This is an optimization exercise on Yosys and OpenROAD, whose aim is small area, not a production implementation. Function was checked by simulation only, so behaviour that the tests miss may differ from the original. Power is estimated from default activity; no workload was simulated.

`config.mk`:
```
export PLATFORM = sky130hd
export DESIGN_NAME = block_stager
export DESIGN_NICKNAME = block_stager
export VERILOG_FILES = /design/flow/design.v
export SDC_FILE = /design/flow/constraint.sdc
export NUM_CORES = 4
export LEC_CHECK = 0
export CAP_MARGIN = 20
export CORE_MARGIN = 2
export CORE_UTILIZATION = 62
export CTS_BUF_LIST = sky130_fd_sc_hd__clkbuf_16
export CTS_CLUSTER_DIAMETER = 100
export CTS_CLUSTER_SIZE = 22
export SLEW_MARGIN = 20
export SYNTH_HIERARCHICAL = 1
export SYNTH_MINIMUM_KEEP_SIZE = 0
```
`constraint.sdc`:
```
create_clock -name core_clock -period 5.0 [get_ports {clk}]
set_input_delay 1.0000 -clock core_clock [delete_from_list [all_inputs] [get_ports {clk}]]
set_output_delay 1.0000 -clock core_clock [all_outputs]
set_load 0.01 [all_outputs]
```
`design.v`:
```
module bs_hold (
  input  logic q,
  input  logic k,
  input  logic d,
  input  logic w,
  output logic n
);
  assign n = (q & k) | (d & w);
endmodule
module bs_pick3 (
  input  logic [2:0] d,
  input  logic [2:0] s,
  output logic       y_n
);
  assign y_n = !(|(d & s));
endmodule
module bs_pick1 (
  input  logic d,
  input  logic s,
  output logic y_n
);
  assign y_n = !(d & s);
endmodule
module bs_nand4 (
  input  logic [3:0] a,
  output logic       y
);
  assign y = !(&a);
endmodule
module bs_nand2 (
  input  logic [1:0] a,
  output logic       y
);
  assign y = !(&a);
endmodule
module block_stager #(
  parameter int NUM_BUFS   = 2,
  parameter int BLOCK_SIZE = 256,
  parameter int DATA_W     = 8,
  parameter int ADDR_W     = 24,
  parameter logic [ADDR_W-1:0] BASE_ADDR = '0
) (
  input  logic                          clk,
  input  logic                          n_rst,
  input  logic [DATA_W-1:0]             in_data,
  input  logic                          in_valid,
  output logic                          in_ready,
  input  logic                          flush,
  output logic                          blk_valid,
  input  logic                          blk_ready,
  output logic [ADDR_W-1:0]             blk_addr,
  output logic [$clog2(BLOCK_SIZE):0]   blk_len,
  input  logic [$clog2(BLOCK_SIZE)-1:0] rd_addr,
  output logic [DATA_W-1:0]             rd_data,
  input  logic                          blk_release,
  output logic                          stream_done
);
  localparam logic [1:0] FREE     = 2'd0;
  localparam logic [1:0] FILLING  = 2'd1;
  localparam logic [1:0] READY    = 2'd2;
  localparam logic [1:0] DRAINING = 2'd3;
  localparam int GRP = 8;
  logic [1:0][1:0] bank_q, bank_d;
  logic            wr_q, wr_d;
  logic            rd_q, rd_d;
  logic            dr_q, dr_d;
  logic [7:0]      idx_q, idx_d;      
  logic [15:0]     blk_q, blk_d;      
  logic            rdy_q, rdy_d;
  logic            done_q, done_d;
  logic            end_q, end_d;      
  logic [7:0]      rdat_q, rdat_d;
  logic accept, draining, take, commit, all_free;
  always_comb begin
    bank_d = bank_q;
    wr_d   = wr_q;
    rd_d   = rd_q;
    dr_d   = dr_q;
    idx_d  = idx_q;
    blk_d  = blk_q;
    end_d  = end_q;
    commit = 1'b0;
    accept    = in_valid && rdy_q;
    draining  = bank_q[dr_q] == DRAINING;
    blk_valid = (bank_q[rd_q] == READY) && (!draining || blk_release);
    take      = blk_valid && blk_ready;
    if (draining && blk_release) bank_d[dr_q] = FREE;
    if (take) begin
      bank_d[rd_q] = DRAINING;
      dr_d  = rd_q;
      rd_d  = !rd_q;
      blk_d = blk_q + 16'd1;
    end
    if (accept) idx_d = idx_q + 8'd1;
    if (!end_q) begin
      if (accept && idx_q == 8'hff) begin
        commit = 1'b1;
      end else if (flush) begin
        if (accept || idx_q != 8'd0) commit = 1'b1;
        else if (bank_q[wr_q] == FILLING) bank_d[wr_q] = FREE;
      end
      if (flush) end_d = 1'b1;
    end
    if (commit) begin
      bank_d[wr_q] = READY;
      wr_d = !wr_q;
    end
    if (!end_d && bank_q[wr_d] == FREE) bank_d[wr_d] = FILLING;
    rdy_d = !end_d && (bank_d[wr_d] == FILLING);
    all_free = (bank_q[0] == FREE) && (bank_q[1] == FREE);
    done_d   = done_q || (end_q && all_free);
  end
  always_ff @(posedge clk or negedge n_rst) begin
    if (!n_rst) begin
      bank_q <= {FREE, FILLING};
      wr_q   <= 1'b0;
      rd_q   <= 1'b0;
      dr_q   <= 1'b0;
      idx_q  <= '0;
      blk_q  <= '0;
      rdy_q  <= 1'b1;
      done_q <= 1'b0;
      end_q  <= 1'b0;
    end else begin
      bank_q <= bank_d;
      wr_q   <= wr_d;
      rd_q   <= rd_d;
      dr_q   <= dr_d;
      idx_q  <= idx_d;
      blk_q  <= blk_d;
      rdy_q  <= rdy_d;
      done_q <= done_d;
      end_q  <= end_d;
    end
  end
  logic a_live_q, pend_q;
  logic rel_ok, copy;
  assign rel_ok = draining && blk_release;
  assign copy   = pend_q && (!a_live_q || rel_ok);
  always_ff @(posedge clk or negedge n_rst) begin
    if (!n_rst) begin
      a_live_q <= 1'b0;
      pend_q   <= 1'b0;
    end else begin
      a_live_q <= copy || (a_live_q && !rel_ok);
      pend_q   <= commit || (pend_q && !copy);
    end
  end
  logic [255:0][7:0]       a_q, a_d, b_q, b_d;
  logic [255:0]            wen;
  logic [256/GRP-1:0]      keep;
  logic                    a_keep, a_load;
  logic [255:0]            rsel;
  logic [7:0]              ok;      
  logic [15:0] whi, wlo;
  logic [15:0] rhi, rlo;
  always_comb begin
    for (int i = 0; i < 16; i++) begin
      whi[i] = accept && (idx_q[7:4] == 4'(i));
      wlo[i] = idx_q[3:0] == 4'(i);
      rhi[i] = rd_addr[7:4] == 4'(i);
      rlo[i] = rd_addr[3:0] == 4'(i);
    end
    for (int a = 0; a < 256; a++) begin
      wen[a]  = whi[a / 16] && wlo[a % 16];
      rsel[a] = rhi[a / 16] && rlo[a % 16];
    end
    for (int g = 0; g < 256 / GRP; g++) keep[g] = !wen[g * GRP];
    a_keep = !copy;
    a_load = copy;
  end
  always_ff @(posedge clk) begin
    a_q <= a_d;
    b_q <= b_d;
  end
  for (genvar a = 0; a < 256; a++) begin : g_row
    for (genvar k = 0; k < 8; k++) begin : g_bit
      bs_hold u_b (
        .q (b_q[a][k]),
        .k (keep[a / GRP]),
        .d (in_data[k]),
        .w (wen[a]),
        .n (b_d[a][k])
      );
      bs_hold u_a (
        .q (a_q[a][k]),
        .k (a_keep),
        .d (b_q[a][k]),
        .w (a_load),
        .n (a_d[a][k])
      );
    end
  end
  for (genvar k = 0; k < 8; k++) begin : g_rd
    logic [85:0] h1_n;   
    logic [21:0] h2;     
    for (genvar p = 0; p < 85; p++) begin : g_l1
      bs_pick3 u_g (
        .d   ({a_q[3*p+2][k], a_q[3*p+1][k], a_q[3*p][k]}),
        .s   (rsel[3*p+2:3*p]),
        .y_n (h1_n[p])
      );
    end
    bs_pick1 u_l1_last (.d (a_q[255][k]), .s (rsel[255]), .y_n (h1_n[85]));
    for (genvar p = 0; p < 21; p++) begin : g_l2
      bs_nand4 u_g (.a (h1_n[4*p+3:4*p]), .y (h2[p]));
    end
    bs_nand2 u_l2_last (.a (h1_n[85:84]), .y (h2[21]));
    assign ok[k] = |h2;
  end
  assign rdat_d = ok;
  always_ff @(posedge clk) rdat_q <= rdat_d;
  assign blk_addr    = {blk_q, 8'h00};
  assign blk_len     = (end_q && idx_q != 8'd0 && rd_q != wr_q) ? {1'b0, idx_q} : 9'd256;
  assign in_ready    = rdy_q;
  assign rd_data     = rdat_q;
  assign stream_done = done_q;
endmodule
```
`run.sh`:
```
#!/bin/bash
# synth_recipe.tcl (not shown) runs the flow's synth.tcl, then flattens the netlist and writes it again
# the make line also repeats each setting of config.mk as NAME=value (left out here)
make -C /OpenROAD-flow-scripts/flow DESIGN_CONFIG=/design/flow/config.mk WORK_HOME=/design/flow/orfs CLKGATE_MAP_FILE= SYNTH_SCRIPT=/design/flow/synth_recipe.tcl finish
```
==> reports/metrics.cfg, run 1 <==
[place]
placed_cells=13195
place_congestion=0.9853
pre_cts_slack_ns=-0.8472
port_buffers=57
hpwl_um=259600

[synthesis]
synth-main-ff-cell=dfxtp_1
synth_seq_cells=4140
async_flop_share_pct=0.8696
synth_largest_area_cell=dfxtp_1
synthCells=10015
yosysUniqueCellTypes=47
synth_edf_count=0
synth.top_cell.area_share_pct=62.71
yosysSeqAreaShare_pct=63.40
yosys_warnings=7
syn_avg_cell_area_um2=13.08
synth_area_um2=131000
synth_area_leaders=dfxtp_1, a22o_1, a222oi_1

[worst_setup_path]
slowest_stage=nor4_1
worstPathCellList=clkdlybuf4s50_1, nor2b_1, nand2_2, buf_4, nor2_1, a222oi_1, buf_4, nand4_1, nor4_1, buf_4, nand4_1, buf_4, or4_1
start_kind=input port
r2r_slack_ns=0.96
crit_fanout=9
critical_path_required_ns=5.75
end_kind=flop
critical_path_class=input port to flop
crit_arrival_ns=5.76
slowest_delay_ns=1.06
cp_common_cell=buf_4

[cells_and_area]
final_cells=13438
layout-drive-gt1-share_pct=6.669
areaGrowthSynthToFinish_pct=10.35
nets=10625

[clock_tree]
h-tree-depth=4
cts-root-buf=clkbuf_16
clk_pin_slew_ns=0.09
worstSkewPairLatency_ns=0.89
post_cts_buffers=0
cts.sinks=4140
holdBufCountCts=0
cts_max_path_buffers=3
cts_tree=yes
cts_made_buffers=206
ctsResizeCount=0

[sta]
finClkSkew_ns=0.02759
period_share_pct=100.2
slew_viol_final=0
hold_violations=0
worst_pin_slew_ns=1.245
setup_viol=1
fin_crit_ns=5.008
slew-limit-headroom_pct=16.72
max_freq_ghz=0.1997
fin_hold_ws_ns=0.1950
rsz0062_at_grt=false
setup_ws_ns=-0.008392

[routing]
drt_pass1_iterations=15
drc=0
drt-initial-drc-count=15940
routedWlPerCell_um=31.09
viasPerCell=7.426
totalWireLength_um=417800
antenna_left=0
vias=99791

[die]
die-height_um=463.7
io_pins=66
initial_core_util_pct=62.46
fp.coreArea_um2=209800
die_area_um2=215000
std_cell_rows=168
fp.dieW_um=463.7

[grt]
grt.overflow.total=0
grt_first_pass_wirelength_um=618400
grtUsageMet2_pct=55.59
track_usage_pct=37.14
busiest_layer=met2
grt_max_degree=198
grt_pass1_vias=93035
met3_usage_pct=6.931
use_met1_pct=53.15
antenna_found_initial=27

[power]
p_leak_uw=0.05496
peakVddDrop_mv=0.4120
power_uw=51920
p_per_area_nw_per_um2=359.1

[outcome]
so_faults=setup timing
status=finished with violations

[flow_run]
drv_cap=0

[min_path]
hp-class=input port to asynchronous set/reset pin

per-stage QoR:
stage	area, um^2	utilization, %	TNS (ns)
after global routing	144600	68.91	0
after detailed placement	139000	66.28	-5.051
after CTS	144500	68.90	0
after global placement	139000	66.27	-6.489
after floorplan	131100	-	-
final	144600	68.92	-0.008392
cells in the mapped netlist (2+ instances only):
library cell / instances
nand4_1: 201
ha_1: 5
nor3b_1: 2
dfxtp_1: 4104
clkbuf_1: 77
nand3_2: 2
or2_2: 2
a22o_1: 4096
nand2_1: 76
nor2_1: 500
a222oi_1: 680
o21ai_0: 6
dfstp_2: 2
inv_1: 43
and4_1: 4
nand3_1: 40
and2_1: 7
nor4_2: 2
nor4_1: 33
dfrtp_1: 34
or4_1: 16
and3_1: 5
buf_2: 5
nor2b_1: 13
xnor2_1: 17
nor3_1: 4
a21oi_1: 3
xor2_1: 7
or2_1: 2
buf_4: 10
worst max-delay path, delay by kind of cell:
family,cells,cell delay (ns)
compound gates,1,0.37
simple gates,7,2.63
buf+inv,5,1.72
modules after synthesis, one instance, submodules excluded:
module | flops+latches | times used
bs_nand4 | 0 | 168
bs_hold | 0 | 4096
block_stager | 4140 | 1
bs_nand2 | 0 | 8
bs_pick3 | 0 | 680
bs_pick1 | 0 | 8
cells in the final DEF (no fill, tap or decap), types with 3 or more instances in the layout:
master,synthesis,layout
o21ai_0,6,6
or4_1,16,16
a222oi_1,680,680
a22o_1,4096,4096
nand2_1,76,55
dfrtp_1,34,34
and4_1,4,4
nor2b_1,13,12
xnor2_1,17,17
ha_1,5,5
and2_1,7,7
xor2_1,7,7
inv_1,43,47
conb_1,1,8
nand3_2,2,25
nor3_1,4,3
buf_4,10,324
clkbuf_16,0,216
nor4_1,33,24
nor4_2,2,11
buf_12,0,80
or2_2,2,4
nand3_1,40,17
buf_8,0,8
nor2_1,500,500
and3_1,5,5
inv_6,0,5
a21oi_1,3,3
diode_2,0,16
nand2_2,0,18
nand4_1,201,201
clkdlybuf4s50_1,0,48
dfxtp_1,4104,4104
worst paths after layout:
path / startpoint / end / cells past startpoint
hold / removal: n_rst / done_q$_DFF_PN0_ / 1
max in group asynchronous: n_rst / blk_q[15]$_DFFE_PN0N_ / 1
setup / recovery: rd_addr[0] / rdat_q[2]$_DFF_P_ / 13
min in group core_clock: b_q[1490]$_DFF_P_ / a_q[1490]$_DFF_P_ / 1
hold reg to reg: b_q[1490]$_DFF_P_ / a_q[1490]$_DFF_P_ / 1
setup reg to reg: idx_q[3]$_DFFE_PN0P_ / b_q[1107]$_DFF_P_ / 5
final cells by class:
type	instances	area, um^2
clock inverters	11	78.83
repair buffers	461	4639
flip-flops and latches	4140	83060
well taps	2805	3510
diodes	16	40.04
fillers	15396	65190
clock buffers	216	5405
multi-input cells	5746	47690
inverters	43	168.9
per-layer routing:
metal  wire (um)  vias up
li1            -    43072
met2      182700     5415
met5          86        -
met3       42190      873
met1      174300    50417
met4       18510       14
where the power goes:
part | internal (uW) | switching (uW) | leakage (uW)
sequential | 33000 | 57.9 | 0.0335
clock | 7680 | 10200 | 0.00272
combinational | 200 | 766 | 0.0187
flip-flops by register name, indices dropped and copies added, names as in the netlist, 4 cells and up:
name	count
idx_q	8
b_q	2048
bank_q	4
blk_q	16
a_q	2048
rdat_q	8
cells by family (layout without fill, tap and decap cells):
family	count (synthesis)	after routing	synth area share (%)
AOI/OAI and AO/OA	4792	4792	32.66
xor gates and xnor gates	24	24	0.1604
adders and majority gates	5	5	0.04775
buffers and inverters	136	731	0.4288
DFF	4140	4140	63.40
muxes	1	1	0.008594
other	1	24	0.002862
and+or+nand+nor	916	916	3.296
==> inputs of run 2 (changes only) <==
--- a/config.mk
+++ b/config.mk
@@ -12,4 +12,5 @@
 export CTS_CLUSTER_DIAMETER = 100
 export CTS_CLUSTER_SIZE = 22
+export SETUP_SLACK_MARGIN = 0.4
 export SLEW_MARGIN = 20
 export SYNTH_HIERARCHICAL = 1
==> run 2 against run 1 <==
- the run now finishes clean
- non-clock buffer count unchanged
- total power barely moved
- combinational power barely moved
- count of clock-buffer cells in the layout unchanged
- largest cell class unchanged
- highest routed layer unchanged
==> reports/metrics.cfg, run 2 <==
[worst_setup_path]
crit_cells=13  ; unchanged
slowest_stage=clkdlybuf4s50_1
cp_common_cell=buf_4
crit_arrival_ns=5.56  ; -0.20 ns
r2r_slack_ns=0.97  ; about the same
r2r_end=b_q[1107]$_DFF_P_
path_delay_family=simple AND/OR/NAND/NOR gates
critical_path_class=input port to flop
cp-endpoint=rdat_q[5]$_DFF_P_
start_kind=input port
worstPathCellList=clkdlybuf4s50_1, nor2b_1, nand3_1, buf_4, buf_4, nor2_1, a222oi_1, nand4_1, nor4_2, buf_4, nand4_1, buf_4, or4_1
crit_fanout=11  ; +2
end_kind=flop
reg2reg_depth=5  ; unchanged
crit_buf_inv=5  ; unchanged
slowest_delay_ns=0.68  ; -0.38 ns
reg2reg_from=idx_q[3]$_DFFE_PN0P_
critPathLaunch=rd_addr[6]
critical_path_required_ns=5.75  ; about the same

[routing]
viasPerCell=7.406  ; -0.27%
antenna_left=0  ; unchanged
drc=0  ; unchanged
routedWlPerCell_um=31.10  ; about the same
totalWireLength_um=417900  ; about the same
drt-initial-drc-count=15057  ; -5.5%
drt_pass1_iterations=19  ; +4
vias=99516  ; -0.28%

[synthesis]
synth_area_leaders=dfxtp_1, a22o_1, a222oi_1
synth-main-ff-cell=dfxtp_1
yosysUniqueCellTypes=47  ; unchanged
synth-xor-area-share_pct=0.1604  ; unchanged
synth.top_cell.area_share_pct=62.71  ; unchanged
yosys.area_share.adder_pct=0.04775  ; unchanged
synthCells=10015  ; unchanged
yosys_warnings=7  ; unchanged
synthSimpleGateAreaFrac_pct=3.296  ; unchanged
syn_avg_cell_area_um2=13.08  ; unchanged
synth_seq_cells=4140  ; unchanged
yosysSeqAreaShare_pct=63.40  ; unchanged
synth_area_um2=131000  ; unchanged
synth-compound-area-share_pct=32.66  ; unchanged
synth_edf_count=0  ; unchanged
yosysMostFrequentCell=dfxtp_1
netlist_top_cells_count=dfxtp_1, a22o_1, a222oi_1
synth_largest_area_cell=dfxtp_1
synth.area.mux_share_pct=0.008595  ; unchanged
synth_top_family_by_area=compound AO/OA/AOI/OAI gates
async_flop_share_pct=0.8696  ; unchanged

[grt]
antenna_found_initial=23  ; -15%
grt_max_degree=198  ; unchanged
grt_first_pass_wirelength_um=618500  ; about the same
grt.overflow.total=0  ; unchanged
grt_pass1_vias=93052  ; +0.018%
track_usage_pct=37.15  ; about the same

[clock_tree]
h-tree-depth=4  ; unchanged
cts_tree=yes
cts.sinks=4140  ; unchanged
clk_pin_slew_ns=0.09  ; about the same
cts_max_path_buffers=3  ; unchanged
cts-root-buf=clkbuf_16
worstSkewPairLatency_ns=0.89  ; about the same
cts_made_buffers=206  ; unchanged

[die]
die-height_um=463.7  ; unchanged
fp.coreArea_um2=209800  ; unchanged
fp.dieW_um=463.7  ; unchanged
die_area_um2=215000  ; unchanged
io_pins=66  ; unchanged
std_cell_rows=168  ; unchanged
initial_core_util_pct=62.46  ; unchanged

[power]
p_sw_uw=11070  ; about the same
peakVddDrop_mv=0.4136  ; +0.39%
power_frac_seq_pct=63.6  ; about the same
p_leak_uw=0.05504  ; +0.15%
internal_power_uw=40860  ; about the same
swShare_pct=21.32  ; about the same
p_comb_share_pct=1.9  ; about the same
power_uw=51930  ; about the same
pwr-share-clk_pct=34.5  ; about the same
p_per_area_nw_per_um2=358.9  ; about the same

[cells_and_area]
areaGrowthSynthToFinish_pct=10.44  ; about the same
nets=10625  ; unchanged
layout-drive-gt1-share_pct=6.725  ; +0.057 points
final_common_cell=dfxtp_1
fill_cells=15378  ; -0.12%
layout_common_cells=dfxtp_1, a22o_1, a222oi_1
reg_top3=a_q x2048, b_q x2048, blk_q x16

[sta]
setup_viol=0  ; -1
slew-limit-headroom_pct=17.21  ; +0.48 points
worst_pin_slew_ns=1.237  ; -0.007228 ns
slew_viol_final=0  ; unchanged
max_freq_ghz=0.2081  ; +4.2%
setup_ws_ns=0.1954  ; +0.2038 ns
fin_crit_ns=4.805  ; -0.2038 ns
rsz0062_at_grt=true
period_share_pct=96.09  ; -4.1 points
finClkSkew_ns=0.02731  ; -0.0002770 ns
hold_violations=0  ; unchanged

[place]
hpwl_um=259600  ; unchanged
place_congestion=0.9853  ; unchanged
port_buffers=57  ; unchanged
pre_cts_slack_ns=-0.8472  ; unchanged

[min_path]
hp-class=input port to asynchronous set/reset pin

[flow_run]
drv_cap=0  ; unchanged

[outcome]
status=complete, no violations

-- run 2: cell counts after synthesis --
No cell type changed its count.
-- run 2: how the worst min path moves through the flow --
stage | from | end | slack (ns) | depth (start not counted)
floorplan | b_q[0]$_DFF_P_ | a_q[0]$_DFF_P_ | 0.44 | 1
detailed placement | done_q$_DFF_PN0_ | done_q$_DFF_PN0_ | 0.44 | 1
finish | n_rst | done_q$_DFF_PN0_ | 0.20 | 1
global route | n_rst | done_q$_DFF_PN0_ | 0.24 | 1
CTS | n_rst | done_q$_DFF_PN0_ | 0.18 | 1
global placement | done_q$_DFF_PN0_ | done_q$_DFF_PN0_ | 0.44 | 1
-- run 2: stage by stage --
step	cells	hold WS, ns	area [um^2]	TNS (ns)	util (%)
3_3_place_gp	13195	0.4417	139000	-6.489	66.27
3_5_place_dp	13195	0.4438	139000	-5.051	66.28
2_1_floorplan	10022	0.4434	131100	-	-
4_1_cts	13422	0.1825	144600	0	68.93
6_report	13437	0.1983	144700	0	68.98
5_1_grt	13425	0.2433	144700	0	68.96
-- run 2: power groups by stage --
stage | clock (uW) | sequential (uW) | combinational, uW
after floorplan | 0 | 33800 | 188
after global placement | 0 | 33800 | 923
after detailed placement | 0 | 33800 | 934
after CTS | 18000 | 33000 | 936
after global routing | 19100 | 33100 | 971
final | 17900 | 33000 | 967
-- run 2: cell type report --
type                       instances  area [um^2]  area share, %
clock buffer                     216         5405          3.735
clock inverter                    11        78.83        0.05448
tap                             2805         3510          2.425
inverter                          43        168.9         0.1167
timing repair buffer             461         4648          3.212
sequential                      4140        83060          57.40
antenna                           15        37.54        0.02594
multi-input combinational       5746        47790          33.03
-- run 2: what timing repair did --
item,4_1_cts,5_1_grt
endpoints found under the setup margin,6,7
gates resized for setup,9,11
setup buffers,0,0
hold buffers,0,0
pin swaps,0,2
-- run 2: Yosys stat by module, one instance, submodules excluded --
module	copies in the design	cells inside	flip-flops and latches	area, um^2
bs_hold	4096	1	0	8.758
bs_nand4	168	1	0	6.256
block_stager	1	5055	4140	87230
bs_nand2	8	1	0	3.754
bs_pick1	8	1	0	3.754
bs_pick3	680	1	0	10.01
-- run 2: per-layer routing --
layer | GRT usage (%) | wire length, um | up-vias | share of wire [%]
li1 | - | - | 43063 | -
met2 | 55.55 | 182700 | 5239 | 44
met3 | 7.118 | 41800 | 865 | 10
met4 | 14.92 | 18560 | 18 | 4.4
met5 | 0 | 113 | - | 0.027
met1 | 53.01 | 174700 | 50331 | 42
-- run 2: kinds of logic (layout without fill, tap and decap cells) --
family	count (synthesis)	in the layout
xor gates and xnor gates	24	24
and+or+nand+nor	916	916
muxes	1	1
DFF	4140	4140
other	1	23
buffers and inverters	136	731
adders and majority gates	5	5
AOI/OAI and AO/OA	4792	4792
==> inputs of run 3 (changes only) <==
--- a/config.mk
+++ b/config.mk
@@ -10,7 +10,7 @@
 export CORE_UTILIZATION = 62
 export CTS_BUF_LIST = sky130_fd_sc_hd__clkbuf_16
-export CTS_CLUSTER_DIAMETER = 100
-export CTS_CLUSTER_SIZE = 22
-export SETUP_SLACK_MARGIN = 0.4
+export CTS_CLUSTER_DIAMETER = 60
+export CTS_CLUSTER_SIZE = 20
+export SETUP_SLACK_MARGIN = 0.6
 export SLEW_MARGIN = 20
 export SYNTH_HIERARCHICAL = 1
==> run 3 against run 2 <==
- sequential cell count is the same
- critical path depth shrank 1
- clock power grew 7%
- fmax grew 6.2%
- register-to-register slack is essentially flat
- die area is the same
- design area grew 0.58%
- synthesized cell count is the same
- area after synthesis is the same
- non-clock buffer count is the same
- core utilization grew 0.40 points
- critical path type unchanged
- critical endpoint unchanged
- largest power group unchanged
==> reports/metrics.cfg, run 3 <==
[min_path]
hp-class=input port to asynchronous set/reset pin

[power]
p_comb_share_pct=1.8  ; about the same
p_per_area_nw_per_um2=364.9  ; +1.7%
peakVddDrop_mv=0.3736  ; -9.7%
p_leak_uw=0.05555  ; +0.93%
power_uw=53100  ; +2.2%
swShare_pct=21.47  ; +0.15 points
internal_power_uw=41700  ; +2.1%
pwr-share-clk_pct=36.0  ; +1.5 points
p_sw_uw=11400  ; +3.0%
power_frac_seq_pct=62.2  ; -1.4 points

[sta]
max_freq_ghz=0.2211  ; +6.2%
fin_hold_ws_ns=0.1767  ; -0.02162 ns
worst_pin_slew_ns=1.266  ; +0.02846 ns
finClkSkew_ns=0.02906  ; +0.001752 ns
slew_viol_final=0  ; unchanged
fin_crit_ns=4.523  ; -0.2812 ns
hold_violations=0  ; unchanged
period_share_pct=90.47  ; -5.6 points
slew-limit-headroom_pct=15.30  ; -1.9 points
setup_viol=0  ; unchanged
rsz0062_at_grt=true

[flow_run]
drv_cap=0  ; unchanged

[cells_and_area]
layout_common_cells=dfxtp_1, a22o_1, a222oi_1
post-route-util_pct=69.38  ; +0.40 points
final_common_cell=dfxtp_1
areaGrowthSynthToFinish_pct=11.08
nets=10649  ; +0.23%
fill_cells=15273  ; -0.68%
layout-drive-gt1-share_pct=7.094  ; +0.37 points
final_cells=13503  ; +0.49%
design_area_um2=145500  ; +0.58%
reg_top3=a_q x2048, b_q x2048, blk_q x16

[routing]
m1WireLength_um=173800  ; -0.52%
routedWlPerCell_um=30.98  ; -0.37%
drt-initial-drc-count=16255  ; +8.0%
antenna_left=0  ; unchanged
drc=0  ; unchanged
dr_wl_met2_um=182700  ; about the same
vias=99795  ; +0.28%
wl_met3_um=43320  ; +3.6%
drt_pass1_iterations=20  ; +1
dr.max_layer_used=met5
totalWireLength_um=418300  ; +0.12%
viasPerCell=7.391  ; -0.21%

[clock_tree]
cts_tree=yes
cts-root-buf=clkbuf_16
cts_made_buffers=230  ; +12%
cts_max_path_buffers=3  ; unchanged
cts.sinks=4140  ; unchanged
worstSkewPairLatency_ns=0.91  ; +0.02 ns
h-tree-depth=4  ; unchanged
post_cts_buffers=0  ; unchanged
clk_pin_slew_ns=0.09  ; about the same

[grt]
grt_max_degree=198  ; unchanged
grt.overflow.total=0  ; unchanged
grt_first_pass_wirelength_um=619000  ; about the same
grt_pass1_vias=93234  ; +0.20%
antenna_found_initial=27  ; +17%
track_usage_pct=37.19  ; +0.039 points

[synthesis]
yosys_warnings=7  ; unchanged
netlist_top_cells_count=dfxtp_1, a22o_1, a222oi_1
yosysSeqAreaShare_pct=63.40  ; unchanged
async_flop_share_pct=0.8696  ; unchanged
yosysMostFrequentCell=dfxtp_1
synth_area_leaders=dfxtp_1, a22o_1, a222oi_1
synth-main-ff-cell=dfxtp_1
yosysUniqueCellTypes=47  ; unchanged
syn_avg_cell_area_um2=13.08  ; unchanged
synthCells=10015  ; unchanged
synth_area_um2=131000  ; unchanged
synth_seq_cells=4140  ; unchanged
synth_edf_count=0  ; unchanged
synth.top_cell.area_share_pct=62.71  ; unchanged
synth_largest_area_cell=dfxtp_1

[place]
placed_cells=13195  ; unchanged
postPlaceCellArea_um2=139000  ; unchanged
hpwl_um=259600  ; unchanged
place_congestion=0.9853  ; unchanged
port_buffers=57  ; unchanged

[worst_setup_path]
crit_arrival_ns=5.31  ; -0.25 ns
critical_path_class=input port to flop
critical_path_required_ns=5.79  ; +0.04 ns
end_kind=flop
start_kind=input port
slowest_delay_ns=0.58  ; -0.10 ns
worstPathCellList=clkdlybuf4s50_1, nand3_1, buf_4, buf_4, nor2_1, a222oi_1, nand4_1, nor4_4, buf_4, nand4_1, buf_4, or4_1
crit_fanout=11  ; unchanged
slowest_stage=a222oi_1
cp_common_cell=buf_4

[die]
std_cell_rows=168  ; unchanged
die-height_um=463.7  ; unchanged
io_pins=66  ; unchanged
fp.dieW_um=463.7  ; unchanged
die_area_um2=215000  ; unchanged
initial_core_util_pct=62.46  ; unchanged
fp.coreArea_um2=209800  ; unchanged

[outcome]
status=complete, no violations

## run 3: worst paths after layout
check,startpoint,to,slack (ns),cells past startpoint
min reg2reg,b_q[1761]$_DFF_P_,a_q[1761]$_DFF_P_,0.45,1
min in group core_clock,b_q[1761]$_DFF_P_,a_q[1761]$_DFF_P_,0.45,1
min,n_rst,done_q$_DFF_PN0_,0.18,1
max in group asynchronous,n_rst,blk_q[2]$_DFFE_PN0N_,4.32,1
max reg2reg,idx_q[3]$_DFFE_PN0P_,b_q[1105]$_DFF_P_,0.96,5
max,rd_addr[5],rdat_q[5]$_DFF_P_,0.48,12
## run 3: power groups by stage
stage               logic, uW  registers [uW]  clock network, uW
floorplan                 188           33800                  0
global placement          923           33800                  0
detailed placement        934           33800                  0
CTS                       936           33000              19200
global route              970           33100              20400
finish                    965           33000              19100
## run 3: metrics by stage
stage               worst slack, ns  setup TNS, ns
finish                       0.4767              0
global route                 0.4821              0
CTS                          0.4974              0
detailed placement          -0.8472         -5.051
global placement             -1.008         -6.489
floorplan                    -55.97              -
## run 3: final cells by class
class	instances	area, um^2	share of cell area (%)
Antenna cell	13	32.53	0.02235
Clock buffer	234	5856	4.023
Clock inverter	61	421.7	0.2897
Inverter	43	168.9	0.1161
Multi-Input combinational cell	5746	47820	32.86
Sequential cell	4140	83060	57.07
Tap cell	2805	3510	2.412
Timing Repair Buffer	461	4662	3.203
## run 3: what timing repair did
action,CTS,global route
hold buffers,0,0
pin swaps,3,7
gates resized for setup,18,11
endpoints found under the setup margin,8,8
## run 3: modules after synthesis, one instance, submodules excluded
module,copies in the design,cell area [um^2],flops+latches
bs_nand4,168,6.256,0
bs_nand2,8,3.754,0
bs_pick1,8,3.754,0
bs_pick3,680,10.01,0
bs_hold,4096,8.758,0
block_stager,1,87230,4140
## run 3: worst max-delay path, delay by kind of cell
kind | cells | cell delay (ns)
AOI/OAI and AO/OA | 1 | 0.58
buffers and inverters | 5 | 1.51
and+or+nand+nor | 6 | 2.21
## run 3: cell families after synthesis
kind of cell | after synthesis | share of synthesized area (%)
adders and majority gates | 5 | 0.04775
DFF | 4140 | 63.40
muxes | 1 | 0.008594
and+or+nand+nor | 916 | 3.296
AOI/OAI and AO/OA | 4792 | 32.66
xor gates and xnor gates | 24 | 0.1604
buffers and inverters | 136 | 0.4288
other | 1 | 0.002862
## run 3: per-layer routing
layer / vias to the layer above / track usage [%]
met3: 911 / 6.847
li1: 43132 / -
met5: - / 0
met4: 8 / 15.09
met2: 5462 / 55.46
met1: 50282 / 53.31

-- static timing again, ports no longer ideal --
In the flow no input, the clock included, has a driving cell. The finished layouts below were timed again as built, in two steps. Step 1, drivers: a clkbuf_16 drives clk and a buf_2 each remaining input, both assumed. Step 2 adds t to the input delays and takes it off the output delays; t is the mean of the earliest and latest rising clock arrival at the registers after step 1. Input paths then give back, and output paths get back, about the clock's delay inside the block. Slacks: no drivers / after step 1 / after step 2; pairs: no drivers / after step 1.
| run | shift t [ns] | setup WS [ns] | hold slack, ns | worst slew at a driven data input, ns | pins driven straight from the clock port |
|---|---|---|---|---|---|
| run 1 | 0.966 | -0.008 / 0.063 / -0.903 | 0.195 / 0.122 / 0.461 | 0.05 | 1 |
| run 2 | 0.968 | 0.195 / 0.267 / -0.702 | 0.198 / 0.125 / 0.456 | 0.05 | 1 |
| run 3 | 0.984 | 0.477 / 0.545 / -0.439 | 0.177 / 0.104 / 0.455 | 0.05 | 1 |
Met with ideal ports but missed after step 2: setup timing in run 2 and run 3. For run 3, which loses most, drivers alone change the setup slack by +0.068 ns; drivers and shift together by -0.916 ns.
